Context: an optimization exercise on an open-source flow, tuned for small area, a short achievable clock period and few clock cycles per item. The choices shown serve that exercise and are no tape-out recipe.
The RTL was checked by simulation tests, not by an equivalence proof against the original design.
Power and IR drop assume default switching activity.

$ cat design/flow/config.mk
export PLATFORM = sky130hd
export DESIGN_NAME = image_to_ascii_level_mapper
export DESIGN_NICKNAME = image_to_ascii_level_mapper
export VERILOG_FILES = /design/flow/design.v
export SDC_FILE = /design/flow/constraint.sdc
export NUM_CORES = 4
export LEC_CHECK = 0
export CAP_MARGIN = 20
export CORE_MARGIN = 2
export CORE_UTILIZATION = 65
export CTS_BUF_LIST = sky130_fd_sc_hd__clkbuf_8
export SETUP_SLACK_MARGIN = 5
export SLEW_MARGIN = 20
$ cat design/flow/constraint.sdc
create_clock -name core_clock -period 10.0 [get_ports {clk_i}]
set_input_delay 2.0000 -clock core_clock [delete_from_list [all_inputs] [get_ports {clk_i}]]
set_output_delay 2.0000 -clock core_clock [all_outputs]
set_load 0.01 [all_outputs]
$ cat design/flow/design.v
package ialm_pkg;
  localparam int unsigned CELLS   = 64;
  localparam int unsigned CELL_AW = (CELLS > 1) ? $clog2(CELLS) : 1;
  localparam int unsigned CPR_MAX = (CELLS < 64) ? CELLS : 64;
  localparam int unsigned SUM_W   = 26;
  localparam logic [SUM_W-1:0] SUM_MAX = '1;
  localparam logic [2:0] REG_SOURCE_WIDTH    = 3'd0;
  localparam logic [2:0] REG_IMAGE_HEIGHT    = 3'd1;
  localparam logic [2:0] REG_COMPONENT_COUNT = 3'd2;
  localparam logic [2:0] REG_PIXELS_PER_CELL = 3'd3;
  localparam logic [2:0] REG_LINES_PER_BAND  = 3'd4;
  localparam logic [2:0] REG_CELLS_PER_ROW   = 3'd5;
  localparam logic [2:0] REG_PALETTE_LAST    = 3'd6;
  localparam logic [1:0] LU_IDLE = 2'd0;
  localparam logic [1:0] LU_STEP = 2'd2;
  localparam logic [1:0] LU_DONE = 2'd3;
endpackage
module image_to_ascii_level_mapper (
  input  logic        clk_i,
  input  logic        rst_ni,
  input  logic        in_valid_i,
  output logic        in_ready_o,
  input  logic [7:0]  sample_a_i,
  input  logic [7:0]  sample_b_i,
  input  logic [7:0]  sample_c_i,
  output logic        out_valid_o,
  input  logic        out_ready_i,
  output logic [9:0]  level_o,
  output logic [5:0]  cell_index_o,
  output logic [11:0] band_index_o,
  output logic        row_end_o,
  input  logic        cfg_valid_i,
  output logic        cfg_ready_o,
  input  logic [2:0]  cfg_index_i,
  input  logic [12:0] cfg_data_i
);
  localparam int unsigned SW = ialm_pkg::SUM_W;
  localparam int unsigned NU = 2;             
  localparam int unsigned RN = 63;            
  logic [11:0] w_last, h_last;                
  logic [7:0]  ppc_last, lpb_last;            
  logic [1:0]  comps_c;                       
  logic [5:0]  cpr_m1;                        
  logic [9:0]  pal_q;                         
  logic [3:0]  q_msb;                         
  logic        cfg_wr;
  logic [12:0] cd_m1;
  logic [11:0] cd_w;
  logic [7:0]  cd_9;
  logic [5:0]  cd_7;
  logic [3:0]  cd_msb;
  assign cfg_ready_o = 1'b1;
  assign cfg_wr      = cfg_valid_i;
  always_comb begin
    cd_m1 = cfg_data_i - 13'd1;
    cd_w  = (cfg_data_i == '0) ? '0 : (cfg_data_i > 13'd4096) ? '1 : cd_m1[11:0];
    cd_9  = (cfg_data_i[8:0] == '0) ? '0 : (cfg_data_i[8:0] > 9'd256) ? '1 : cd_m1[7:0];
    cd_7  = (cfg_data_i[6:0] == '0) ? '0 : (cfg_data_i[6:0] > 7'd64) ? '1 : cd_m1[5:0];
    cd_msb = 4'd0;
    for (int i = 1; i < 10; i++) begin
      if (cfg_data_i[i]) cd_msb = 4'(i);
    end
  end
  always_ff @(posedge clk_i or negedge rst_ni) begin
    if (!rst_ni) begin
      w_last   <= 12'd639;
      h_last   <= 12'd479;
      comps_c  <= 2'd1;
      ppc_last <= 8'd7;
      lpb_last <= 8'd18;
      cpr_m1   <= 6'd63;
      pal_q    <= 10'd22;
      q_msb    <= 4'd4;
    end else if (cfg_wr) begin
      unique case (cfg_index_i)
        ialm_pkg::REG_SOURCE_WIDTH:    w_last   <= cd_w;
        ialm_pkg::REG_IMAGE_HEIGHT:    h_last   <= cd_w;
        ialm_pkg::REG_COMPONENT_COUNT: comps_c  <= (cfg_data_i[1:0] == '0) ? 2'd1 : cfg_data_i[1:0];
        ialm_pkg::REG_PIXELS_PER_CELL: ppc_last <= cd_9;
        ialm_pkg::REG_LINES_PER_BAND:  lpb_last <= cd_9;
        ialm_pkg::REG_CELLS_PER_ROW:   cpr_m1   <= cd_7;
        ialm_pkg::REG_PALETTE_LAST: begin
          pal_q <= cfg_data_i[9:0];
          q_msb <= cd_msb;
        end
        default: ;
      endcase
    end
  end
  logic [11:0] col_q, row_q, band_q;
  logic [7:0]  rib_q, phase_q;
  logic [6:0]  cell_q;                        
  logic        stale_q;                       
  logic        in_ready_q, in_xfer;
  logic        t_row_last, t_img_last, t_band_last, t_ph_last;
  logic        t_inr, t_emit, t_rend;
  logic [9:0]  in_pix;
  assign in_xfer = in_valid_i & in_ready_q;
  always_comb begin
    t_row_last  = col_q >= w_last;
    t_img_last  = row_q >= h_last;
    t_band_last = rib_q >= lpb_last;
    t_ph_last   = phase_q == ppc_last;
    t_inr       = ~cell_q[6] & (cell_q[5:0] <= cpr_m1);
    t_emit      = t_inr & (t_ph_last | t_row_last) & (t_band_last | t_img_last);
    t_rend      = (cell_q == {1'b0, cpr_m1}) | t_row_last;
    in_pix      = {2'd0, sample_a_i}
                + ((comps_c >= 2'd2) ? {2'd0, sample_b_i} : 10'd0)
                + ((comps_c == 2'd3) ? {2'd0, sample_c_i} : 10'd0);
  end
  logic [1:0]  rb_q;                          
  logic [3:0]  rb_cnt_q;
  logic [8:0]  rb_rem_q;
  logic [11:0] rb_x_q;
  logic [9:0]  rb_t;
  logic [9:0]  rb_sub;
  logic        rb_ge;
  logic [8:0]  rb_rem_nx;
  logic [11:0] rb_x_nx;
  logic [2:0]  lk3_q;                         
  logic [5:0]  kq_min;
  always_comb begin
    rb_t      = {rb_rem_q, rb_x_q[11]};
    rb_sub    = rb_t + {2'b11, ~ppc_last};    
    rb_ge     = rb_t > {2'd0, ppc_last};
    rb_rem_nx = rb_ge ? rb_sub[8:0] : rb_t[8:0];
    rb_x_nx   = {rb_x_q[10:0], rb_ge};
    kq_min    = (rb_x_nx > {6'd0, cpr_m1}) ? cpr_m1 : rb_x_nx[5:0];
  end
  always_ff @(posedge clk_i or negedge rst_ni) begin
    if (!rst_ni) begin
      col_q    <= '0;
      row_q    <= '0;
      band_q   <= '0;
      rib_q    <= '0;
      phase_q  <= '0;
      cell_q   <= '0;
      stale_q  <= 1'b0;
      rb_q     <= 2'd0;
      rb_cnt_q <= '0;
      lk3_q    <= 3'd7;
    end else begin
      if (cfg_wr) begin
        stale_q  <= 1'b1;
        rb_q     <= 2'd1;
        rb_cnt_q <= 4'd12;
      end else if (rb_q != 2'd0) begin
        rb_cnt_q <= rb_cnt_q - 4'd1;
        if (rb_cnt_q == 4'd1) begin
          if (rb_q == 2'd1) begin
            lk3_q    <= kq_min[5:3];
            rb_q     <= 2'd2;
            rb_cnt_q <= 4'd12;
          end else begin
            cell_q  <= (rb_x_nx > 12'd63) ? 7'd64 : {1'b0, rb_x_nx[5:0]};
            phase_q <= rb_rem_nx[7:0];
            rb_q    <= 2'd0;
            stale_q <= 1'b0;
          end
        end
      end
      if (in_xfer) begin
        if (t_row_last) begin
          col_q   <= '0;
          cell_q  <= '0;
          phase_q <= '0;
          if (t_img_last) begin
            row_q  <= '0;
            rib_q  <= '0;
            band_q <= '0;
          end else begin
            row_q <= row_q + 12'd1;
            if (t_band_last) begin
              rib_q  <= '0;
              band_q <= band_q + 12'd1;
            end else begin
              rib_q <= rib_q + 8'd1;
            end
          end
        end else begin
          col_q <= col_q + 12'd1;
          if (t_ph_last) begin
            phase_q <= '0;
            cell_q  <= cell_q[6] ? cell_q : cell_q + 7'd1;
          end else begin
            phase_q <= phase_q + 8'd1;
          end
        end
      end
    end
  end
  always_ff @(posedge clk_i) begin
    if (cfg_wr) begin
      rb_rem_q <= '0;
      rb_x_q   <= w_last;
    end else if (rb_q != 2'd0) begin
      if (rb_q == 2'd1 && rb_cnt_q == 4'd1) begin
        rb_rem_q <= '0;
        rb_x_q   <= col_q;
      end else begin
        rb_rem_q <= rb_rem_nx;
        rb_x_q   <= rb_x_nx;
      end
    end
  end
  logic        a_v_q;
  logic [9:0]  a_pix_q;
  logic [5:0]  a_s_q;
  logic        a_inr_q, a_emit_q, a_rend_q;
  logic [11:0] a_band_q;
  logic [7:0]  a_p_q, a_r_q;
  always_ff @(posedge clk_i) begin
    if (in_xfer) begin
      a_pix_q  <= in_pix;
      a_s_q    <= cell_q[5:0];
      a_inr_q  <= t_inr;
      a_emit_q <= t_emit;
      a_rend_q <= t_rend;
      a_band_q <= band_q;
      a_p_q    <= phase_q;
      a_r_q    <= rib_q;
    end
  end
  logic [SW-1:0]          w_q;
  wire  [SW-1:0]          ring_q [RN];
  logic [5:0]             h_q, hn_q, hnn_q, m_q;
  logic [2:0]             lr3_q;
  logic                   rot_q, rv_q, ok_q;
  logic [SW-1:0]          d_q;
  logic [SW-1:0] r0m, base, sat, w_d;
  logic [SW:0]   sum;
  logic [SW+1:0] n_a, n_b, n_c, n_s, n_k, nsum;
  logic [SW-1:0] c_short;
  logic          c_zero;
  logic          cons, acc, emit_now;
  always_comb begin
    r0m      = rv_q ? ring_q[0] : '0;
    base     = rot_q ? r0m : w_q;
    sum      = {1'b0, base} + {17'd0, a_pix_q};
    sat      = sum[SW] ? ialm_pkg::SUM_MAX : sum[SW-1:0];
    n_a      = {2'd0, d_q};
    n_b      = ~{2'd0, base};
    n_c      = ~{18'd0, a_pix_q};
    n_s      = n_a ^ n_b ^ n_c;
    n_k      = (n_a & n_b) | (n_a & n_c) | (n_b & n_c);
    nsum     = n_s + {n_k[SW:0], 1'b1} + {{(SW+1){1'b0}}, 1'b1};
    c_short  = nsum[SW+1] ? '0 : nsum[SW-1:0];
    c_zero   = (base == '0) & (a_pix_q == '0);
    cons     = ok_q;                          
    acc      = cons & a_inr_q;
    emit_now = cons & a_emit_q;
    w_d      = acc ? (a_emit_q ? '0 : sat) : base;
  end
  always_ff @(posedge clk_i or negedge rst_ni) begin
    if (!rst_ni) begin
      w_q <= '0;
    end else begin
      w_q <= w_d;
    end
  end
  for (genvar j = 0; j < RN; j++) begin : g_ring
    localparam int unsigned G = j / 8;
    logic en;
    logic [SW-1:0] src, q;
    assign ring_q[j] = q;
    if ((j % 8) == 6) begin : g_ins
      if (j + 1 < RN) begin : g_mid
        assign src = (lr3_q == 3'(G)) ? w_q : ring_q[j+1];
      end else begin : g_end
        assign src = w_q;
      end
      assign en = rot_q & (lr3_q >= 3'(G));
    end else if ((j % 8) == 7) begin : g_first
      assign src = ring_q[j+1];
      assign en  = rot_q & (lr3_q > 3'(G));
    end else begin : g_plain
      assign src = ring_q[j+1];
      assign en  = rot_q & (lr3_q >= 3'(G));
    end
    always_ff @(posedge clk_i) begin
      if (en) q <= src;
    end
  end
  wire [NU-1:0]   u_busy_q, u_done, u_load, u_free_d;
  wire [9:0]      u_quo_q  [NU];
  wire [5:0]      u_cell_q [NU];
  wire [11:0]     u_band_q [NU];
  wire            u_rend_q [NU];
  logic [$clog2(NU)-1:0] ld_ptr_q, ld_ptr_d, out_ptr_q, out_ptr_d;
  logic          take, o_v_d;
  logic          dval_q, dval_d;
  logic [15:0]   dkey_q;
  logic [1:0]    dst_q;                       
  logic [4:0]    dcnt_q;
  logic [26:0]   dr_q;
  logic          d_start;
  logic [15:0]   d_want;
  logic          cur_emit;
  logic [15:0]   cur_key;
  logic [8:0]    d_pp1, d_rp1;
  logic [9:0]    c255;
  logic [9:0]    d_s1;
  logic [10:0]   d_s2;
  logic [SW:0]   d2;
  assign d_q = dr_q[SW-1:0];
  assign d2  = {d_q, 1'b0};
  always_comb begin
    cur_emit = a_v_q ? a_emit_q : (t_emit & ~stale_q);
    cur_key  = a_v_q ? {a_p_q, a_r_q} : {phase_q, rib_q};
    d_want   = cur_emit ? cur_key : {ppc_last, lpb_last};
    d_start  = (dst_q == 2'd0) & (~dval_q | (dkey_q != d_want)) &
               (u_busy_q == '0) & ~emit_now;
    d_pp1    = {1'b0, dkey_q[15:8]} + 9'd1;
    d_rp1    = {1'b0, d_want[7:0]} + 9'd1;
    c255     = {comps_c, 8'd0} - {8'd0, comps_c};
    d_s1     = {1'b0, dr_q[17:9]} + (dr_q[0] ? {1'b0, d_pp1} : 10'd0);
    d_s2     = {1'b0, dr_q[26:17]} + (dr_q[0] ? {1'b0, c255} : 11'd0);
    dval_d   = dval_q;
    if (cfg_wr || d_start) begin
      dval_d = 1'b0;
    end else if (dst_q == 2'd2 && dcnt_q == 5'd0) begin
      dval_d = 1'b1;
    end
  end
  always_ff @(posedge clk_i or negedge rst_ni) begin
    if (!rst_ni) begin
      dst_q  <= 2'd0;
      dval_q <= 1'b0;
    end else begin
      dval_q <= dval_d;
      if (cfg_wr) begin
        dst_q <= 2'd0;
      end else if (d_start) begin
        dst_q <= 2'd1;
      end else if (dst_q == 2'd1) begin
        if (dcnt_q == 5'd0) dst_q <= 2'd2;
      end else if (dst_q == 2'd2) begin
        if (dcnt_q == 5'd0) dst_q <= 2'd0;
      end
    end
  end
  always_ff @(posedge clk_i) begin
    if (d_start) begin
      dkey_q <= d_want;
      dr_q   <= {18'd0, d_rp1};
      dcnt_q <= 5'd8;
    end else if (dst_q == 2'd1) begin
      dr_q[17:0] <= {d_s1, dr_q[8:1]};
      dcnt_q     <= (dcnt_q == 5'd0) ? 5'd16 : dcnt_q - 5'd1;
    end else if (dst_q == 2'd2) begin
      dr_q   <= {d_s2, dr_q[16:1]};
      dcnt_q <= dcnt_q - 5'd1;
    end
  end
  for (genvar i = 0; i < NU; i++) begin : g_unit
    logic [1:0]    k_st_q, st_d;
    logic [3:0]    k_cnt_q;
    logic          k_qb_q;
    logic [SW-1:0] k_sh_q, k_rem_q;
    logic [9:0]    k_quo_q;
    logic [5:0]    k_cell_q;
    logic [11:0]   k_band_q;
    logic          k_rend_q;
    logic [SW+1:0] x_a, x_b, s1, k1, s2, k2, t, t1, t2;
    logic [3:0]    qi_ld, qi_st;
    logic [8:0]    quo_inc;
    assign u_quo_q[i]  = k_quo_q;
    assign u_cell_q[i] = k_cell_q;
    assign u_band_q[i] = k_band_q;
    assign u_rend_q[i] = k_rend_q;
    assign u_load[i]   = emit_now & (ld_ptr_q == i);
    assign u_done[i]   = (k_st_q == ialm_pkg::LU_DONE);
    always_comb begin
      x_a = {1'b0, k_rem_q, 1'b0};
      x_b = k_qb_q ? {2'd0, k_sh_q} : '0;
      t   = x_a + x_b;
      s1  = x_a ^ x_b ^ ~{2'd0, d_q};
      k1  = (x_a & x_b) | ((x_a | x_b) & ~{2'd0, d_q});
      t1  = s1 + {k1[SW:0], 1'b1};
      s2  = x_a ^ x_b ^ ~{1'b0, d2};
      k2  = (x_a & x_b) | ((x_a | x_b) & ~{1'b0, d2});
      t2  = s2 + {k2[SW:0], 1'b1};
      quo_inc = k_quo_q[8:0] + 9'd1;           
      qi_ld = q_msb - 4'd1;
      qi_st = k_cnt_q - 4'd2;
    end
    always_ff @(posedge clk_i or negedge rst_ni) begin
      if (!rst_ni) begin
        k_st_q <= ialm_pkg::LU_IDLE;
      end else begin
        k_st_q <= st_d;
      end
    end
    always_ff @(posedge clk_i) begin
      if (u_load[i]) begin
        k_sh_q   <= c_short;
        k_rem_q  <= c_zero ? '0 : c_short;
        k_quo_q  <= {9'd0, c_zero & (pal_q != '0)};
        k_cnt_q  <= q_msb;
        k_qb_q   <= pal_q[qi_ld];
        k_cell_q <= a_s_q;
        k_band_q <= a_band_q;
        k_rend_q <= a_rend_q;
      end else begin
        if (!t2[SW+1]) begin
          k_rem_q <= t2[SW-1:0];
        end else if (!t1[SW+1]) begin
          k_rem_q <= t1[SW-1:0];
        end else begin
          k_rem_q <= t[SW-1:0];
        end
        k_cnt_q <= k_cnt_q - 4'd1;
        k_qb_q  <= pal_q[qi_st];
        if (k_st_q == ialm_pkg::LU_STEP) begin
          if (!t2[SW+1]) begin
            k_quo_q <= {quo_inc, 1'b0};
          end else if (!t1[SW+1]) begin
            k_quo_q <= {k_quo_q[8:0], 1'b1};
          end else begin
            k_quo_q <= {k_quo_q[8:0], 1'b0};
          end
        end
      end
    end
    always_comb begin
      st_d = k_st_q;
      if (k_st_q == ialm_pkg::LU_STEP && k_cnt_q == 4'd1) st_d = ialm_pkg::LU_DONE;
      if (k_st_q == ialm_pkg::LU_DONE && take && out_ptr_q == i) st_d = ialm_pkg::LU_IDLE;
      if (u_load[i]) st_d = (q_msb == 4'd0) ? ialm_pkg::LU_DONE : ialm_pkg::LU_STEP;
    end
    assign u_busy_q[i] = (k_st_q != ialm_pkg::LU_IDLE);
    assign u_free_d[i] = (st_d == ialm_pkg::LU_IDLE) |
                         ((st_d == ialm_pkg::LU_DONE) & (out_ptr_d == i) & ~o_v_d);
  end
  logic        o_v_q;
  logic [9:0]  o_level_q;
  logic [5:0]  o_cell_q;
  logic [11:0] o_band_q;
  logic        o_rend_q;
  assign take      = u_done[out_ptr_q] & (~o_v_q | out_ready_i);
  assign o_v_d     = take | (o_v_q & ~out_ready_i);
  assign out_ptr_d = take ? ((out_ptr_q == NU - 1) ? '0 : out_ptr_q + 1'b1) : out_ptr_q;
  assign ld_ptr_d  = emit_now ? ((ld_ptr_q == NU - 1) ? '0 : ld_ptr_q + 1'b1) : ld_ptr_q;
  always_ff @(posedge clk_i or negedge rst_ni) begin
    if (!rst_ni) begin
      o_v_q     <= 1'b0;
      out_ptr_q <= '0;
      ld_ptr_q  <= '0;
    end else begin
      o_v_q     <= o_v_d;
      out_ptr_q <= out_ptr_d;
      ld_ptr_q  <= ld_ptr_d;
    end
  end
  always_ff @(posedge clk_i) begin
    if (take) begin
      o_level_q <= u_quo_q[out_ptr_q];
      o_cell_q  <= u_cell_q[out_ptr_q];
      o_band_q  <= u_band_q[out_ptr_q];
      o_rend_q  <= u_rend_q[out_ptr_q];
    end
  end
  logic        a_keep, a_v_d, stale_d;
  logic        tin_d, temit_d;
  logic [5:0]  ts_d, h_d, hn_d, hnn_d, m_d, lrm1_d;
  logic [2:0]  ld3, lr3_d;
  logic        hz_d, e_h, e_hn, lr_match;
  logic        e_h_a, e_h_c, e_hn_a, e_hn_c, e_hnn_a, e_hnn_c;
  logic        key_a, key_c, key_ok;
  logic        rot_d, rv_d, ring_ok_d, level_ok_d, ok_d;
  always_comb begin
    a_keep  = a_v_q & ~cons;
    a_v_d   = a_keep | in_xfer;
    stale_d = cfg_wr | (stale_q & ~(rb_q == 2'd2 && rb_cnt_q == 4'd1));
    tin_d   = a_keep ? a_inr_q  : (t_inr & ~stale_q);
    temit_d = a_keep ? a_emit_q : (t_emit & ~stale_q);
    ts_d    = a_keep ? a_s_q    : cell_q[5:0];
    h_d     = rot_q ? hn_q : h_q;
    hn_d    = rot_q ? hnn_q : hn_q;
    hz_d    = (h_d == 6'd0);
    m_d     = (rot_q && (hn_q > m_q)) ? hn_q : m_q;
    e_h_a   = h_q   == a_s_q;
    e_h_c   = h_q   == cell_q[5:0];
    e_hn_a  = hn_q  == a_s_q;
    e_hn_c  = hn_q  == cell_q[5:0];
    e_hnn_a = hnn_q == a_s_q;
    e_hnn_c = hnn_q == cell_q[5:0];
    e_h     = a_keep ? (rot_q ? e_hn_a  : e_h_a)  : (rot_q ? e_hn_c  : e_h_c);
    e_hn    = a_keep ? (rot_q ? e_hnn_a : e_hn_a) : (rot_q ? e_hnn_c : e_hn_c);
    ld3      = (ts_d[5:3] > lk3_q) ? 3'd7 : lk3_q;
    lr3_d    = (tin_d && hz_d) ? ld3 : lr3_q;
    lr_match = (tin_d & hz_d) | (lr3_q == ld3);
    lrm1_d   = {lr3_d, 3'b111};
    hnn_d    = (hn_d == lrm1_d) ? 6'd0 : hn_d + 6'd1;
    rot_d    = tin_d & (lr_match ? ~e_h : ~hz_d);
    ring_ok_d = ~tin_d | (lr_match ? (e_h | e_hn) : e_hn);
    rv_d     = hn_d <= m_d;
    key_a    = dkey_q == {a_p_q, a_r_q};
    key_c    = dkey_q == {phase_q, rib_q};
    key_ok   = a_keep ? key_a : key_c;
    level_ok_d = ~temit_d | (u_free_d[ld_ptr_d] & dval_d & key_ok);
    ok_d       = ring_ok_d & level_ok_d;
  end
  always_ff @(posedge clk_i or negedge rst_ni) begin
    if (!rst_ni) begin
      a_v_q      <= 1'b0;
      h_q        <= 6'd0;
      hn_q       <= 6'd1;
      hnn_q      <= 6'd2;
      m_q        <= '0;
      lr3_q      <= 3'd7;
      rot_q      <= 1'b0;
      rv_q       <= 1'b0;
      ok_q       <= 1'b0;
      in_ready_q <= 1'b0;
    end else begin
      a_v_q      <= a_v_d;
      h_q        <= h_d;
      hn_q       <= hn_d;
      hnn_q      <= hnn_d;
      m_q        <= m_d;
      lr3_q      <= lr3_d;
      rot_q      <= rot_d;
      rv_q       <= rv_d;
      ok_q       <= a_v_d & ok_d;
      in_ready_q <= ~stale_d & (~a_v_d | ok_d);
    end
  end
  assign in_ready_o   = in_ready_q;
  assign out_valid_o  = o_v_q;
  assign level_o      = o_level_q;
  assign cell_index_o = o_cell_q;
  assign band_index_o = o_band_q;
  assign row_end_o    = o_rend_q;
endmodule
$ cat design/flow/flow/run.sh
#!/bin/bash
# Layout flow: the standard flow (standard.sh, unchanged synthesis), with
# a larger setup repair margin so timing repair works toward a shorter period.
# The clock period and constraints are the design's (constraint.sdc as given).
set -euo pipefail
cd "$(dirname "$0")/.."
MARGIN=5.6
sed "s/SETUP_SLACK_MARGIN=[0-9.]*/SETUP_SLACK_MARGIN=${MARGIN}/" standard.sh > flow/standard_margin.sh
grep -q "SETUP_SLACK_MARGIN=${MARGIN}" flow/standard_margin.sh
bash flow/standard_margin.sh > flow_make.log 2>&1
$ cat design/flow/standard.sh
#!/bin/bash
# synth_recipe.tcl (not shown) runs the flow's synth.tcl, then flattens the netlist and writes it again
# the make line also repeats each setting of config.mk as NAME=value (left out here)
make -C /OpenROAD-flow-scripts/flow DESIGN_CONFIG=/design/flow/config.mk WORK_HOME=/design/flow/orfs CLKGATE_MAP_FILE= SYNTH_SCRIPT=/design/flow/synth_recipe.tcl "${@:-finish}"
==> results of run 1 <==
[path summary, 6_finish.rpt]
check	start	end	slack, ns	depth (start not counted)
max in group asynchronous	rst_ni	band_q[9]$_DFFE_PN0P_	6.99	3
min reg2reg	g_ring[33].q[1]$_DFFE_PP_	g_ring[32].q[1]$_DFFE_PP_	0.37	0
max reg2reg	g_unit[1].k_qb_q$_DFF_P_	g_unit[1].k_rem_q[25]$_DFF_P_	5.61	20
min	g_ring[33].q[1]$_DFFE_PP_	g_ring[32].q[1]$_DFFE_PP_	0.37	0
max	g_unit[1].k_qb_q$_DFF_P_	g_unit[1].k_rem_q[25]$_DFF_P_	5.61	20
min in group asynchronous	rst_ni	rb_cnt_q[3]$_DFFE_PN0P_	1.06	1
[metal layers]
layer | track usage [%] | vias to the layer above | wire [um]
met1 | 40.99 | 25880 | 88530
met5 | 0 | - | 0
li1 | - | 23940 | -
met2 | 44.00 | 1729 | 94190
met3 | 4.662 | 358 | 12780
met4 | 9.202 | 0 | 6452
[timing repair]
item	CTS	global route
resized for setup	185	202
pin swaps	43	93
setup endpoints to repair	385	264
gates cloned	12	6
buffers inserted	80	74
[flip-flops by register name, indices dropped and copies added (netlist names), 9 cells and up]
| register | cells |
|---|---|
| w_q | 26 |
| band_q | 12 |
| g_unit.k_rem_q | 52 |
| a_pix_q | 10 |
| dkey_q | 16 |
| g_unit.k_sh_q | 52 |
| o_level_q | 10 |
| pal_q | 10 |
| g_ring.q | 1638 |
| col_q | 12 |
| a_band_q | 12 |
| dr_q | 27 |
| o_band_q | 12 |
| g_unit.k_quo_q | 20 |
| rb_x_q | 12 |
| g_unit.k_band_q | 24 |
| rb_rem_q | 9 |
| g_unit.k_cell_q | 12 |
| w_last | 12 |
| row_q | 12 |
| h_last | 12 |
[worst max-delay path: stages (launching register included)]
cell and delay (ns):
dfxtp_4 0.41, buf_6 0.17, nand2_1 0.09, inv_1 0.14, fa_1 0.44, ha_1 0.35
a21oi_1 0.18, o21ai_1 0.12, o21bai_1 0.21, a221oi_2 0.28, o32ai_1 0.13, buf_4 0.17
a311o_1 0.30, a21oi_4 0.21, xnor2_4 0.20, buf_6 0.15, clkbuf_16 0.14, buf_8 0.13
o21ai_0 0.11, a21oi_2 0.23, a211oi_2 0.05
[cell families (layout without fill, tap and decap cells)]
logic type	after synthesis	in the layout	synth area share [%]
AND/OR/NAND/NOR	1223	1227	6.314
AO/OA/AOI/OAI	1132	1132	7.875
buffers and inverters	606	1352	2.551
adder cells (fa/ha/maj)	526	526	8.262
multiplexers	275	275	3.373
XOR/XNOR	316	316	3.032
flip-flops	2154	2154	68.59
other	1	2	0.004108
[cells in the final DEF (no fill, tap or decap), types with 31 or more instances in the layout]
cell type,count
inv_1,529
clkdlybuf4s50_1,74
edfxtp_1,1843
a21o_1,99
nor2b_1,41
dfrtp_1,144
dfstp_2,40
buf_4,177
and2_1,36
nor3_1,50
clkbuf_8,365
ha_1,367
mux2i_1,69
nand2_1,422
mux2_2,197
nor2_1,290
nand4_1,52
nand2b_1,38
xor2_1,118
o21a_1,35
xnor2_1,190
clkinv_2,31
fa_1,124
nand3_1,76
a21oi_1,296
dfxtp_1,106
clkinv_1,70
o21ai_0,269
and3_1,43
[synth_stat cells (17+ instances only)]
cell	instances
nor3_1	57
nand2_1	429
o21ai_0	301
a21oi_1	321
o21bai_1	27
dfrtp_1	159
nand4_1	52
or3_1	23
nor2_1	311
edfxtp_1	1843
ha_1	398
o21a_1	37
and3_1	45
a31oi_1	31
and2_1	43
mux2_2	197
dfxtp_1	112
mux2i_1	71
o22ai_1	17
o31ai_1	24
xnor2_1	196
a211oi_1	34
a21o_1	100
fa_1	128
dfstp_2	40
inv_1	434
nand2b_1	40
nor4_1	22
clkbuf_1	138
nor2b_1	45
a22oi_1	27
xor2_1	120
nand3_1	77
[power by group through the flow]
stage | sequential [mW] | clock [mW] | combinational [mW]
global placement | 12.2 | 0 | 13.3
finish | 12.1 | 6.75 | 16.7
detailed placement | 12.2 | 0 | 13.5
floorplan | 11.8 | 0 | 9.86
CTS | 12.1 | 6.92 | 14.9
global route | 12.2 | 7.32 | 18.1
[cell type report]
class | instances | area [sq um] | share of cell area (%)
well taps | 1876 | 2347 | 2.263
clock buffers | 364 | 5010 | 4.831
repair buffers | 307 | 3137 | 3.025
flip-flops and latches | 2154 | 62650 | 60.41
diodes | 1 | 2.502 | 0.002413
multi-input cells | 3477 | 27740 | 26.75
clock inverters | 245 | 1111 | 1.071
inverters | 436 | 1705 | 1.644
[through the flow]
stage	instances	cell area, sq um	hold WS, ns
2_1_floorplan	6233	91360	0.4003
3_3_place_gp	8075	94350	0.4003
3_5_place_dp	8077	94360	0.4045
4_1_cts	8778	102200	0.3680
5_1_grt	8860	103700	0.3793
6_report	8860	103700	0.3690
==> flow_summary.toml, run 1 <==
[power]
p_int_mw = 21.68
power_density_nw_per_um2 = 342.8
p_seq_share_pct = 33.9
p_total_mw = 35.55
p_clk_share_pct = 19.0
p_leak_nw = 39.15
p_sw_share_pct = 39.02
p_sw_mw = 13.87
comb_power_share_pct = 47.1
peakVddDrop_mv = 0.3175

[timing]
setup-violations-final = 0
finClkSkew_ns = 0.09441
finalHoldViolations = 0
fmax_mhz = 228.0
period_share_pct = 43.86
rsz0062_at_grt = "true"
worst_slew_pin_slew_ns = 1.110
setup-tns-final_ns = 0
finalMaxSlewViolations = 0
post-route-min-period_ns = 4.386
setup_ws_ns = 5.614
relSlewSlack_pct = 26.03

[clocking]
cts_buffers = 345
path_clk_slew_ns = 0.06
htreeDepth = 5
insertion_delay_ns = 1.03
clockRootBuffer = "clkbuf_8"
clock_sinks = 2154
cts_hold_buffers = 0
cts_tree = "done"
clockBufferDepth = 4

[finish]
area_delta_synth_final_pct = 13.60
fillerInstances = 8774
layout-drive-gt1-share_pct = 17.17
nNetsFinal = 7292
final_core_util_pct = 74.33

[place]
place_ws_ns = 3.104
dp_hpwl_mm = 130.2
numPortBuffers = 75
gp_congestion = 0.9214

[logic_synthesis]
synth_flop_cell = "edfxtp_1"
async_flop_share_pct = 9.239
synth_cell_types = 93
syn_inst = 6233
synth_edf_count = 1843
synth_seq_cells = 2154
synth_top_cell_area_share_pct = 60.62
synth_nets = 6804
synthTopCellsByArea = "edfxtp_1 61%, ha_1 5.5%, dfrtp_1 4.4%, fa_1 2.8%, dfxtp_1 2.5%"
yosysTopAreaCell = "edfxtp_1"
ys_seq_area_share_pct = 68.59
syn_avg_cell_area_sq_um = 14.65
yosys_warnings = 1
synth_area_sq_um = 91290

[global_route]
grt_max_degree = 183
grt_first_pass_wirelength_mm = 301.0
grt_pass1_vias = 50320
antenna_found_initial = 4
grt_overflow = 0
grt_usage_pct = 28.18

[route]
vias = 51910
wire_per_inst_um = 22.79
drt_iter0_drc = 4905
antenna_left = 0
drt-total-wl_mm = 202.0
dr.pass1.iters = 8
drc = 0
avgViaCountPerCell = 5.859

[floorplan]
io_pins = 77
die_w_um = 378.8
core-area_sq_um = 139500
initial_utilization_pct = 65.43
die_y_um = 378.8
die_area_sq_um = 143500
rows = 137

[worst_setup_path]
crit_fanout = 6
path_class = "reg -> reg"
worstPathRequired_ns = 10.82
crit_arrival_ns = 5.21
crit_path_start_kind = "flop"
endpoint_kind = "flop"

[hold_path]
hp-class = "reg -> reg"

[status]
status = "timing/DRC/antenna clean"

[job]
maxCapViolations = 0
Testbench counts, summed over its fixed seeds: cycles 14,166, items 13,568.
==> inputs of run 2 (changes only) <==
==> design/flow/flow/standard_margin.sh (new file) <==
#!/bin/bash
# The standard flow's own layout of this design, on the ORFS make targets given (by default finish). After
# finish it leaves the final layout's DEF at /design/flow/out/final.def.
set -euo pipefail
make -C /OpenROAD-flow-scripts/flow DESIGN_CONFIG=/design/flow/config.mk WORK_HOME=/design/flow/orfs CLKGATE_MAP_FILE= SYNTH_SCRIPT=/design/flow/synth_recipe.tcl CAP_MARGIN=20 CORE_MARGIN=2 CORE_UTILIZATION=65 CTS_BUF_LIST=sky130_fd_sc_hd__clkbuf_8 SETUP_SLACK_MARGIN=5.6 SLEW_MARGIN=20 "${@:-finish}"
if [[ -f /design/flow/orfs/results/sky130hd/image_to_ascii_level_mapper/base/6_final.odb ]]; then
  : # left out here: write the final layout as DEF
fi
==> run 2 against run 1 <==
Against the previous run: maximum frequency unchanged; sequential cell count unchanged; sequential share of layout area unchanged; largest power group unchanged; highest routed layer unchanged.
==> flow_summary.toml, run 2 <==
[status]
status = "timing/DRC/antenna clean"

[timing]
finClkSkew_ns = 0.09441
fmax_mhz = 228.0
post-route-min-period_ns = 4.386
setup-tns-final_ns = 0
relSlewSlack_pct = 26.03
worst_slew_pin_slew_ns = 1.110
setup-violations-final = 0
period_share_pct = 43.86
rsz0062_at_grt = "true"
finalHoldViolations = 0
finalMaxSlewViolations = 0

[route]
drt_iter0_drc = 4905
wire_per_inst_um = 22.79
vias = 51910
drt-total-wl_mm = 202.0
drc = 0
antenna_left = 0
dr.pass1.iters = 8
avgViaCountPerCell = 5.859

[logic_synthesis]
synth_top_cell_area_share_pct = 60.62
ys_seq_area_share_pct = 68.59
synthTopCellsByArea = "edfxtp_1 61%, ha_1 5.5%, dfrtp_1 4.4%, fa_1 2.8%, dfxtp_1 2.5%"
synthTopCellsByCount = "1843 x edfxtp_1, 434 x inv_1, 429 x nand2_1, 398 x ha_1, 321 x a21oi_1"
synth_nets = 6804
synth_cell_types = 93
synth_flop_cell = "edfxtp_1"
syn_avg_cell_area_sq_um = 14.65
async_flop_share_pct = 9.239
syn_inst = 6233
synth_most_common_cell = "edfxtp_1"
synth_edf_count = 1843
yosysTopAreaCell = "edfxtp_1"
synth_area_sq_um = 91290
synth_seq_cells = 2154
yosys_warnings = 1

[worst_setup_path]
worstPathRequired_ns = 10.82
endpoint_kind = "flop"
crit_fanout = 6
crit_family = "compound AO/OA/AOI/OAI gates"
r2r_start = "g_unit[1].k_qb_q$_DFF_P_"
path_class = "reg -> reg"
cp_common_cell = "buf_6"
crit_cells = 20
crit_path_start_kind = "flop"
crit_arrival_ns = 5.21
crit_slowest_cell = "fa_1"
crit_start = "g_unit[1].k_qb_q$_DFF_P_"
crit_chain = "buf_6, nand2_1, inv_1, fa_1, ha_1, a21oi_1, o21ai_1, o21bai_1, a221oi_2, o32ai_1, buf_4, a311o_1, a21oi_4, xnor2_4, buf_6, clkbuf_16, buf_8, o21ai_0, a21oi_2, a211oi_2"
crit_buf_inv = 6
critical-path-max-stage-delay_ns = 0.44
rr_worst_depth = 20

[floorplan]
die_area_sq_um = 143500
io_pins = 77
initial_utilization_pct = 65.43
rows = 137
die_w_um = 378.8
core-area_sq_um = 139500
die_y_um = 378.8

[clocking]
path_clk_slew_ns = 0.06
cts_hold_buffers = 0
insertion_delay_ns = 1.03
clock_sinks = 2154
htreeDepth = 5
cts_tree = "done"
clockBufferDepth = 4
clockRootBuffer = "clkbuf_8"
cts_buffers = 345

[power]
p_leak_nw = 39.15
power_density_nw_per_um2 = 342.8
p_total_mw = 35.55
peakVddDrop_mv = 0.3175

[finish]
layout_commonest_cell = "edfxtp_1"
nNetsFinal = 7292
top_regs = "g_ring.q x1638, g_unit.k_rem_q x52, g_unit.k_sh_q x52"
area_delta_synth_final_pct = 13.60
regMostFlops = "g_ring.q"
layout_common_cells = "1843 x edfxtp_1, 529 x inv_1, 422 x nand2_1"
fillerInstances = 8774
layout-drive-gt1-share_pct = 17.17
largest_reg_flops = 1638

[hold_path]
hold_depth = 0
hp-start = "g_ring[33].q[1]$_DFFE_PP_"
hp-class = "reg -> reg"

[place]
dp_hpwl_mm = 130.2
gp_congestion = 0.9214
numPortBuffers = 75

[job]
maxCapViolations = 0

[global_route]
grt_usage_pct = 28.18
grt_pass1_vias = 50320
grt_overflow = 0
grt_first_pass_wirelength_mm = 301.0
antenna_found_initial = 4
grt_max_degree = 183
## run 2: path summary, 6_finish.rpt
path	slack, ns	to
worst max-delay path	5.61	g_unit[1].k_rem_q[25]$_DFF_P_
worst min-delay path	0.37	g_ring[32].q[1]$_DFFE_PP_
worst max register to register	5.61	g_unit[1].k_rem_q[25]$_DFF_P_
worst min register to register	0.37	g_ring[32].q[1]$_DFFE_PP_
max in group asynchronous	6.99	band_q[9]$_DFFE_PN0P_
min in group asynchronous	1.06	rb_cnt_q[3]$_DFFE_PN0P_
## run 2: cell families after synthesis
logic type / share of synthesized area, %
AO/OA/AOI/OAI: 7.875
XOR/XNOR: 3.032
adder cells (fa/ha/maj): 8.262
buffers and inverters: 2.551
flip-flops: 68.59
multiplexers: 3.373
other: 0.004108
AND/OR/NAND/NOR: 6.314
## run 2: routing by layer
metal	GRT usage, %	share of wire (%)
met1	40.99	44
met5	0	0
met3	4.662	6.3
met4	9.202	3.2
met2	44.00	47
## run 2: area by class of cell
type | instances | area [sq um] | area share (%)
antenna | 1 | 2.502 | 0.002413
clock buffer | 364 | 5010 | 4.831
clock inverter | 245 | 1111 | 1.071
inverter | 436 | 1705 | 1.644
multi-input combinational | 3477 | 27740 | 26.75
sequential | 2154 | 62650 | 60.41
tap | 1876 | 2347 | 2.263
timing repair buffer | 307 | 3137 | 3.025
## run 2: metrics by stage
step / worst slack (ns) / area [sq um] / hold slack (ns) / instances / utilization, %
after floorplan: 1.593 / 91360 / 0.4003 / 6233 / -
after global placement: 3.271 / 94350 / 0.4003 / 8075 / 67.62
after detailed placement: 3.104 / 94360 / 0.4045 / 8077 / 67.63
after CTS: 5.548 / 102200 / 0.3680 / 8778 / 73.21
after global routing: 5.464 / 103700 / 0.3793 / 8860 / 74.33
final: 5.614 / 103700 / 0.3690 / 8860 / 74.33
## run 2: where the power goes
group	internal (mW)	switching (mW)
logic	7.14	9.59
clock network	3.46	3.29
registers	11.1	0.988
## run 2: timing repair
item / 4_1_cts / 5_1_grt
hold endpoints to repair: 0 / 0
setup endpoints to repair: 385 / 264
pin swaps: 43 / 93
gates resized for setup: 185 / 202
setup buffers: 80 / 74
gates cloned: 12 / 6
==> inputs of run 3 (changes only) <==
==> design/flow/flow/standard_margin.sh (replaced) <==
#!/bin/bash
# The standard flow's own layout of this design, on the ORFS make targets given (by default finish). After
# finish it leaves the final layout's DEF at /design/flow/out/final.def.
set -euo pipefail
make -C /OpenROAD-flow-scripts/flow DESIGN_CONFIG=/design/flow/config.mk WORK_HOME=/design/flow/orfs CLKGATE_MAP_FILE= SYNTH_SCRIPT=/design/flow/synth_recipe.tcl CAP_MARGIN=20 CORE_MARGIN=2 CORE_UTILIZATION=65 CTS_BUF_LIST=sky130_fd_sc_hd__clkbuf_4 SETUP_SLACK_MARGIN=5.6 SLEW_MARGIN=20 "${@:-finish}"
if [[ -f /design/flow/orfs/results/sky130hd/image_to_ascii_level_mapper/base/6_final.odb ]]; then
  : # left out here: write the final layout as DEF
fi
--- a/design/flow/config.mk
+++ b/design/flow/config.mk
@@ -8,6 +8,6 @@
 export CAP_MARGIN = 20
 export CORE_MARGIN = 2
 export CORE_UTILIZATION = 65
-export CTS_BUF_LIST = sky130_fd_sc_hd__clkbuf_8
+export CTS_BUF_LIST = sky130_fd_sc_hd__clkbuf_4
 export SETUP_SLACK_MARGIN = 5
 export SLEW_MARGIN = 20
==> run 3 against run 2 <==
Against the previous run: non-clock buffer count is 14 lower; design area is 0.59% higher; largest cell class unchanged; critical path type unchanged; highest routed layer unchanged; area after synthesis stayed put; setup slack better by 0.0053 ns; hold slack better by 0.0096 ns; sequential share of layout area is 0.35 points lower; die area stayed put.
==> flow_summary.toml, run 3 <==
[worst_setup_path]
endpoint_kind = "flop"
crit_slowest_cell = "dfrtp_4"
r2r_slack_ns = 5.62
crit_chain = "buf_16, and2_4, buf_6, a22oi_2, fa_1, ha_4, nor2b_4, o21ai_2, a21boi_2, o21ai_2, a21oi_2, o21a_2, a21oi_4, o31ai_2, buf_4, a21oi_4, buf_12, nor2_2, a221o_1"
crit_buf_inv = 4
crit_path_start_kind = "flop"
crit_family = "compound AO/OA/AOI/OAI gates"
critical-path-max-stage-delay_ns = 0.53
worstPathRequired_ns = 11.09
crit_arrival_ns = 5.47
crit_fanout = 7
path_class = "reg -> reg"

[global_route]
grt_max_degree = 183
grt_pass1_vias = 52160
grt_first_pass_wirelength_mm = 304.6
antenna_found_initial = 8
grt_usage_pct = 28.45
grt_overflow = 0

[place]
place_ws_ns = 3.104
numPortBuffers = 75
gp_congestion = 0.9214
dp_hpwl_mm = 130.2
dp_cells = 8077

[power]
peakVddDrop_mv = 0.3310
p_leak_nw = 39.53
power_density_nw_per_um2 = 343.8

[clocking]
cts_buffers = 542
clockBufferDepth = 4
htreeDepth = 6
cts_hold_buffers = 0
clock_sinks = 2154
cts_tree = "done"
insertion_delay_ns = 1.31
clockRootBuffer = "clkbuf_4"
path_clk_slew_ns = 0.06

[timing]
finalHoldViolations = 0
finClkSkew_ns = 0.08235
setup-tns-final_ns = 0
rsz0062_at_grt = "true"
whs_ns = 0.3786
fmax_mhz = 228.3
setup_ws_ns = 5.619
relSlewSlack_pct = 24.57
post-route-min-period_ns = 4.381
worst_slew_pin_slew_ns = 1.131
period_share_pct = 43.81
setup-violations-final = 0
finalMaxSlewViolations = 0

[floorplan]
rows = 137
initial_utilization_pct = 65.43
die_y_um = 378.8
core-area_sq_um = 139500
die_w_um = 378.8
io_pins = 77
die_area_sq_um = 143500

[finish]
nNetsFinal = 7475
area_delta_synth_final_pct = 14.27
regMostFlops = "g_ring.q"
largest_reg_flops = 1638
top_regs = "g_ring.q x1638, g_unit.k_rem_q x52, g_unit.k_sh_q x52"
layout_common_cells = "1843 x edfxtp_1, 804 x clkbuf_4, 424 x nand2_1"
stdcell_count = 9186
layout_commonest_cell = "edfxtp_1"
layout-drive-gt1-share_pct = 22.26

[logic_synthesis]
syn_inst = 6233
yosysTopAreaCell = "edfxtp_1"
yosys_warnings = 1
async_flop_share_pct = 9.239
synth_nets = 6804
syn_avg_cell_area_sq_um = 14.65
synthTopCellsByArea = "edfxtp_1 61%, ha_1 5.5%, dfrtp_1 4.4%, fa_1 2.8%, dfxtp_1 2.5%"
synth_edf_count = 1843
synth_top_cell_area_share_pct = 60.62
synth_most_common_cell = "edfxtp_1"
synth_flop_cell = "edfxtp_1"
synth_area_sq_um = 91290
synthTopCellsByCount = "1843 x edfxtp_1, 434 x inv_1, 429 x nand2_1, 398 x ha_1, 321 x a21oi_1"
synth_cell_types = 93
ys_seq_area_share_pct = 68.59
synth_seq_cells = 2154

[job]
maxCapViolations = 0

[hold_path]
hp-class = "reg -> reg"

[route]
drt_iter0_drc = 5062
vias = 53080
dr.pass1.iters = 6
avgViaCountPerCell = 5.778
drc = 0
wire_per_inst_um = 22.13
drt-total-wl_mm = 203.3
antenna_left = 0

[status]
status = "timing/DRC/antenna clean"
## run 3: cell types whose count changed in the layout (fill, tap and decap cells not counted), moves of 7 or more
cell | previous run | this run
clkbuf_4 | 1 | 804
clkbuf_8 | 365 | 1
inv_1 | 529 | 392
clkinv_1 | 70 | 99
clkinv_2 | 31 | 9
inv_2 | 17 | 39
diode_2 | 1 | 10
buf_4 | 177 | 170
buf_6 | 14 | 7
## run 3: through the flow
step | cell area, sq um | power [mW] | util [%]
after floorplan | 91360 | 21.61 | -
after global placement | 94350 | 25.50 | 67.62
after detailed placement | 94360 | 25.70 | 67.63
after CTS | 102800 | 34.42 | 73.69
after global routing | 104300 | 38.00 | 74.76
final | 104300 | 35.86 | 74.76
## run 3: worst reg2reg max path, delay by kind of cell (launching register included)
kind                     cells  cell delay (ns)
AO/OA/AOI/OAI               10             1.88
adder cells (fa/ha/maj)      2             0.79
buffers and inverters        4             0.65
flip-flops                   1             0.53
AND/OR/NAND/NOR              3             0.40
## run 3: logic make-up (layout without fill, tap and decap cells)
kind of cell | after synthesis | count (layout) | share of synthesized area (%)
buffers and inverters | 606 | 1669 | 2.551
muxes | 275 | 275 | 3.373
DFF | 2154 | 2154 | 68.59
AOI/OAI and AO/OA | 1132 | 1132 | 7.875
xor gates and xnor gates | 316 | 316 | 3.032
other | 1 | 11 | 0.004108
and+or+nand+nor | 1223 | 1227 | 6.314
adders and majority gates | 526 | 526 | 8.262
## run 3: final timing paths
path                                                 end                  startpoint  cells past startpoint
setup / recovery           g_unit[1].k_rem_q[12]$_DFF_P_             rot_q$_DFF_PN0_                     19
min in group asynchronous        rb_cnt_q[0]$_DFFE_PN0P_                      rst_ni                      1
max in group asynchronous           pal_q[7]$_DFFE_PN0P_                      rst_ni                      3
setup reg to reg           g_unit[1].k_rem_q[12]$_DFF_P_             rot_q$_DFF_PN0_                     19
hold reg to reg               g_ring[24].q[24]$_DFFE_PP_  g_ring[25].q[24]$_DFFE_PP_                      0
hold / removal                g_ring[24].q[24]$_DFFE_PP_  g_ring[25].q[24]$_DFFE_PP_                      0
## run 3: cell type report
type                            instances  area [sq um]
Sequential cell                      2154         62650
Fill cell                            8974         35210
Multi-Input combinational cell       3477         27770
Clock buffer                          804          6036
Timing Repair Buffer                  293          2998
Tap cell                             1876          2347
Inverter                              436          1705
Clock inverter                        136         782.0
Antenna cell                           10         25.02
## run 3: power breakdown
part	switching, mW	leakage [nW]	internal, mW
registers	0.988	20.2	11.1
logic	9.50	15.3	7.01
clock network	3.38	4.10	3.91
## run 3: timing repair
item / CTS / global route
endpoints found under the setup margin: 404 / 263
gates cloned: 12 / 5
resized for setup: 181 / 199
pin swaps: 43 / 87
setup buffers: 76 / 65
## run 3: per-layer routing
metal	vias to the layer above	track usage (%)	wire length, um
met2	1855	44.62	96050
met3	337	5.183	12980
met5	-	0	0
met1	26250	40.65	88630
li1	24640	-	-
met4	0	9.823	5584
==> inputs of run 4 (changes only) <==
--- a/design/flow/design.v
+++ b/design/flow/design.v
@@ -361,7 +361,8 @@
     logic [5:0]    k_cell_q;
     logic [11:0]   k_band_q;
     logic          k_rend_q;
-    logic [SW+1:0] x_a, x_b, s1, k1, s2, k2, t, t1, t2;
+    logic          k_neg_q;
+    logic [SW+1:0] x_a, x_b, y1, y2, s1, k1, s2, k2, t1, t2;
     logic [3:0]    qi_ld, qi_st;
     logic [8:0]    quo_inc;
     assign u_quo_q[i]  = k_quo_q;
@@ -371,15 +372,16 @@
     assign u_load[i]   = emit_now & (ld_ptr_q == i);
     assign u_done[i]   = (k_st_q == ialm_pkg::LU_DONE);
     always_comb begin
-      x_a = {1'b0, k_rem_q, 1'b0};
+      x_a = {k_neg_q, k_rem_q, 1'b0};          
       x_b = k_qb_q ? {2'd0, k_sh_q} : '0;
-      t   = x_a + x_b;
-      s1  = x_a ^ x_b ^ ~{2'd0, d_q};
-      k1  = (x_a & x_b) | ((x_a | x_b) & ~{2'd0, d_q});
-      t1  = s1 + {k1[SW:0], 1'b1};
-      s2  = x_a ^ x_b ^ ~{1'b0, d2};
-      k2  = (x_a & x_b) | ((x_a | x_b) & ~{1'b0, d2});
-      t2  = s2 + {k2[SW:0], 1'b1};
+      y1  = k_neg_q ? {2'd0, d_q} : ~{2'd0, d_q};    
+      y2  = k_neg_q ? '0 : ~{1'b0, d2};              
+      s1  = x_a ^ x_b ^ y1;
+      k1  = (x_a & x_b) | ((x_a | x_b) & y1);
+      t1  = s1 + {k1[SW:0], ~k_neg_q};
+      s2  = x_a ^ x_b ^ y2;
+      k2  = (x_a & x_b) | ((x_a | x_b) & y2);
+      t2  = s2 + {k2[SW:0], ~k_neg_q};
       quo_inc = k_quo_q[8:0] + 9'd1;           
       qi_ld = q_msb - 4'd1;
       qi_st = k_cnt_q - 4'd2;
@@ -395,6 +397,7 @@
       if (u_load[i]) begin
         k_sh_q   <= c_short;
         k_rem_q  <= c_zero ? '0 : c_short;
+        k_neg_q  <= 1'b0;
         k_quo_q  <= {9'd0, c_zero & (pal_q != '0)};
         k_cnt_q  <= q_msb;
         k_qb_q   <= pal_q[qi_ld];
@@ -402,13 +405,8 @@
         k_band_q <= a_band_q;
         k_rend_q <= a_rend_q;
       end else begin
-        if (!t2[SW+1]) begin
-          k_rem_q <= t2[SW-1:0];
-        end else if (!t1[SW+1]) begin
-          k_rem_q <= t1[SW-1:0];
-        end else begin
-          k_rem_q <= t[SW-1:0];
-        end
+        k_rem_q <= !t2[SW+1] ? t2[SW-1:0] : t1[SW-1:0];
+        k_neg_q <= t2[SW+1] & t1[SW+1];
         k_cnt_q <= k_cnt_q - 4'd1;
         k_qb_q  <= pal_q[qi_st];
         if (k_st_q == ialm_pkg::LU_STEP) begin
--- a/design/flow/config.mk
+++ b/design/flow/config.mk
@@ -8,6 +8,6 @@
 export CAP_MARGIN = 20
 export CORE_MARGIN = 2
 export CORE_UTILIZATION = 65
-export CTS_BUF_LIST = sky130_fd_sc_hd__clkbuf_4
+export CTS_BUF_LIST = sky130_fd_sc_hd__clkbuf_8
 export SETUP_SLACK_MARGIN = 5
 export SLEW_MARGIN = 20
removed: design/flow/flow/standard_margin.sh
==> run 4 against run 3 <==
Against the previous run: still clean; combinational power up 11%; via count fell by 5.3%; power grew 2.7%; area after synthesis decreased by 1.9%; design area decreased by 2.5%; critical endpoint is now g_unit[1].k_quo_q[0]$_DFFE_PP_; largest power group unchanged; highest routed layer is now met5.
==> flow_summary.toml, run 4 <==
[clocking]
clock_sinks = 2156
clockRootBuffer = "clkbuf_8"
cts_tree = "done"
clockBufferDepth = 4
cts_hold_buffers = 0
htreeDepth = 5
path_clk_slew_ns = 0.07
cts_buffers = 347
insertion_delay_ns = 1.04

[finish]
top_regs = "g_ring.q x1638, g_unit.k_rem_q x52, g_unit.k_sh_q x52"
fillerInstances = 8592
layout_common_cells = "1843 x edfxtp_1, 603 x inv_1, 381 x nand2_1"
regMostFlops = "g_ring.q"
layout_commonest_cell = "edfxtp_1"
layout-drive-gt1-share_pct = 17.10
largest_reg_flops = 1638
nNetsFinal = 7004
final_core_util_pct = 74.14
stdcell_count = 8515
design_area_sq_um = 101700
area_delta_synth_final_pct = 13.58

[worst_setup_path]
crit_fanout = 5
endpoint_kind = "flop"
path_class = "reg -> reg"
worstPathRequired_ns = 10.69
r2r_slack_ns = 5.52
crit_arrival_ns = 5.17
crit_path_start_kind = "flop"

[timing]
fmax_mhz = 223.3
finalMaxSlewViolations = 0
finClkSkew_ns = 0.08109
finalHoldViolations = 0
relSlewSlack_pct = 16.20
rsz0062_at_grt = "true"
setup-violations-final = 0
worst_slew_pin_slew_ns = 1.244
setup_ws_ns = 5.522
setup-tns-final_ns = 0
post-route-min-period_ns = 4.478
period_share_pct = 44.78

[logic_synthesis]
muxShareOfSynthArea_pct = 3.713
synth_cell_types = 87
synthAdderAreaFrac_pct = 7.849
async_flop_share_pct = 9.230
synthTopCellsByCount = "1843 x edfxtp_1, 510 x inv_1, 385 x nand2_1, 360 x ha_1, 312 x o21ai_0"
yosys_warnings = 1
synthTopCellsByArea = "edfxtp_1 62%, ha_1 5.0%, dfrtp_1 4.4%, fa_1 2.8%, dfxtp_1 2.5%"
synth_area_sq_um = 89530
synth_edf_count = 1843
synth_xor_area_share_pct = 2.690
synth_most_common_cell = "edfxtp_1"
synth_flop_cell = "edfxtp_1"
synth_seq_cells = 2156
syn_avg_cell_area_sq_um = 14.90
synth_nets = 6539
yosysTopAreaCell = "edfxtp_1"
synth_top_family_by_area = "adder cells"
ys_seq_area_share_pct = 69.98
synth_compound_area_share_pct = 6.736
syn_inst = 6008
synth-simple-area-share_pct = 6.202
synth_top_cell_area_share_pct = 61.82

[place]
gp_congestion = 0.9265
place_ws_ns = 4.136
dp_cells = 7798
placedInstanceArea_sq_um = 92670
numPortBuffers = 75
dp_hpwl_mm = 131.2

[floorplan]
rows = 136
io_pins = 77
die_w_um = 375.1
die_y_um = 375.1
initial_utilization_pct = 65.28
die_area_sq_um = 140700
core-area_sq_um = 137200

[route]
drt_iter0_drc = 5313
avgViaCountPerCell = 5.905
vias = 50280
drt-total-wl_mm = 201.4
dr.pass1.iters = 6
wire_per_inst_um = 23.66
drc = 0
antenna_left = 0

[status]
status = "timing/DRC/antenna clean"

[global_route]
grt_first_pass_wirelength_mm = 295.2
grt_usage_pct = 28.38
grt_max_degree = 183
antenna_found_initial = 12
grt_pass1_vias = 48740
grt_overflow = 0

[job]
maxCapViolations = 0

[power]
peakVddDrop_mv = 0.3715
power_density_nw_per_um2 = 362.2
p_leak_nw = 38.16

[hold_path]
hp-class = "reg -> reg"
run 4: cell type report:
| type | instances | area (sq um) | share of cell area (%) |
|---|---|---|---|
| clock inverter | 224 | 1244 | 1.223 |
| timing repair buffer | 266 | 2653 | 2.609 |
| inverter | 512 | 1964 | 1.932 |
| multi-input combinational | 3188 | 25790 | 25.37 |
| timing repair inverter | 2 | 17.52 | 0.01723 |
| sequential | 2156 | 62710 | 61.67 |
| tap | 1794 | 2245 | 2.207 |
| clock buffer | 366 | 5037 | 4.954 |
| antenna | 7 | 17.52 | 0.01723 |
run 4: worst max-delay path, cell delays in order, from the launching register on:
cell	delay [ns]
dfxtp_4	0.37
clkinvlp_4	0.27
ha_4	0.32
fa_1	0.49
inv_2	0.05
ha_4	0.22
a21o_1	0.16
a21o_1	0.17
a21o_1	0.21
a21o_1	0.18
a221o_1	0.37
a311o_2	0.45
a2111oi_4	0.38
o31ai_2	0.15
xnor2_2	0.29
o31ai_1	0.10
run 4: what timing repair did:
action                     in CTS  in global routing
gates cloned                   11                  8
gates resized for setup       183                164
setup endpoints to repair     233                207
pin swaps                      51                 86
buffers inserted               59                 42
run 4: worst paths after layout:
kind                                                  end  cells after the start                  startpoint
max                        g_unit[1].k_quo_q[0]$_DFFE_PP_                     15       dr_q[14]$_SDFFE_PN0N_
min                            g_ring[27].q[13]$_DFFE_PP_                      0  g_ring[28].q[13]$_DFFE_PP_
max reg2reg                g_unit[1].k_quo_q[0]$_DFFE_PP_                     15       dr_q[14]$_SDFFE_PN0N_
min reg2reg                    g_ring[27].q[13]$_DFFE_PP_                      0  g_ring[28].q[13]$_DFFE_PP_
max in group asynchronous           cell_q[2]$_DFFE_PN0P_                      2                      rst_ni
min in group asynchronous            col_q[6]$_DFFE_PN0P_                      1                      rst_ni
run 4: cells by family after synthesis:
family | count (synthesis)
buffers and inverters | 666
AO/OA/AOI/OAI | 962
AND/OR/NAND/NOR | 1162
flip-flops | 2156
other | 1
multiplexers | 300
adder cells (fa/ha/maj) | 486
XOR/XNOR | 275
run 4: report_power, final:
group / internal (mW) / leakage, nW / switching, mW
sequential: 10.8 / 20.0 / 0.844
clock: 3.69 / 3.62 / 3.26
combinational: 7.74 / 14.5 / 10.5
run 4: stage by stage:
step	power (mW)	hold slack (ns)
after floorplan	21.94	0.4003
final	36.83	0.3736
after CTS	35.16	0.3760
after global routing	38.91	0.3760
after global placement	26.29	0.4002
after detailed placement	26.47	0.4045
run 4: routing by layer:
| metal | GRT usage, % | part of all wire (%) | wire length [um] | vias up |
|---|---|---|---|---|
| li1 | - | - | - | 22950 |
| met1 | 42.15 | 44 | 87920 | 24960 |
| met2 | 42.71 | 45 | 91500 | 1996 |
| met3 | 5.563 | 7.9 | 15990 | 377 |
| met4 | 9.548 | 3.0 | 6006 | 2 |
| met5 | 0 | 0.0065 | 13 | - |
Testbench counts of run 4, summed over its fixed seeds: cycles 14,166, items 13,568.

## port drivers added, routing unchanged
Ports are ideal in the flow. The routed layouts listed here were re-timed in OpenROAD. Step 1 (the two cells are an assumption about what drives the block):
set clk [get_ports {clk_i}]
set_driving_cell -lib_cell sky130_fd_sc_hd__clkbuf_16 $clk
set_driving_cell -lib_cell sky130_fd_sc_hd__buf_2 [delete_from_list [all_inputs] $clk]
Step 2, shift: input delay + t, output delay - t, t = (earliest + latest rising clock arrival at the registers) / 2. This alone moves slack from input paths to output paths. Slacks: ideal / step 1 / step 2; pairs: ideal / step 1.
| run | shift t [ns] | slack for setup (ns) | worst hold slack (ns) | worst data-port slew with drivers (ns) |
|---|---|---|---|---|
| run 1 | 1.054 | 5.614 / 5.614 / 4.898 | 0.369 / 0.369 / 0.369 | 0.06 |
| run 2 | 1.054 | 5.614 / 5.614 / 4.898 | 0.369 / 0.369 / 0.369 | 0.06 |
| run 3 | 1.324 | 5.619 / 5.619 / 4.767 | 0.379 / 0.379 / 0.379 | 0.06 |
| run 4 | 1.057 | 5.522 / 5.522 / 4.693 | 0.374 / 0.374 / 0.374 | 0.05 |
After both steps every run listed still meets setup and hold. The setup slack of run 3, which loses most, moves by 0.000 ns with the drivers and by -0.852 ns with both steps.
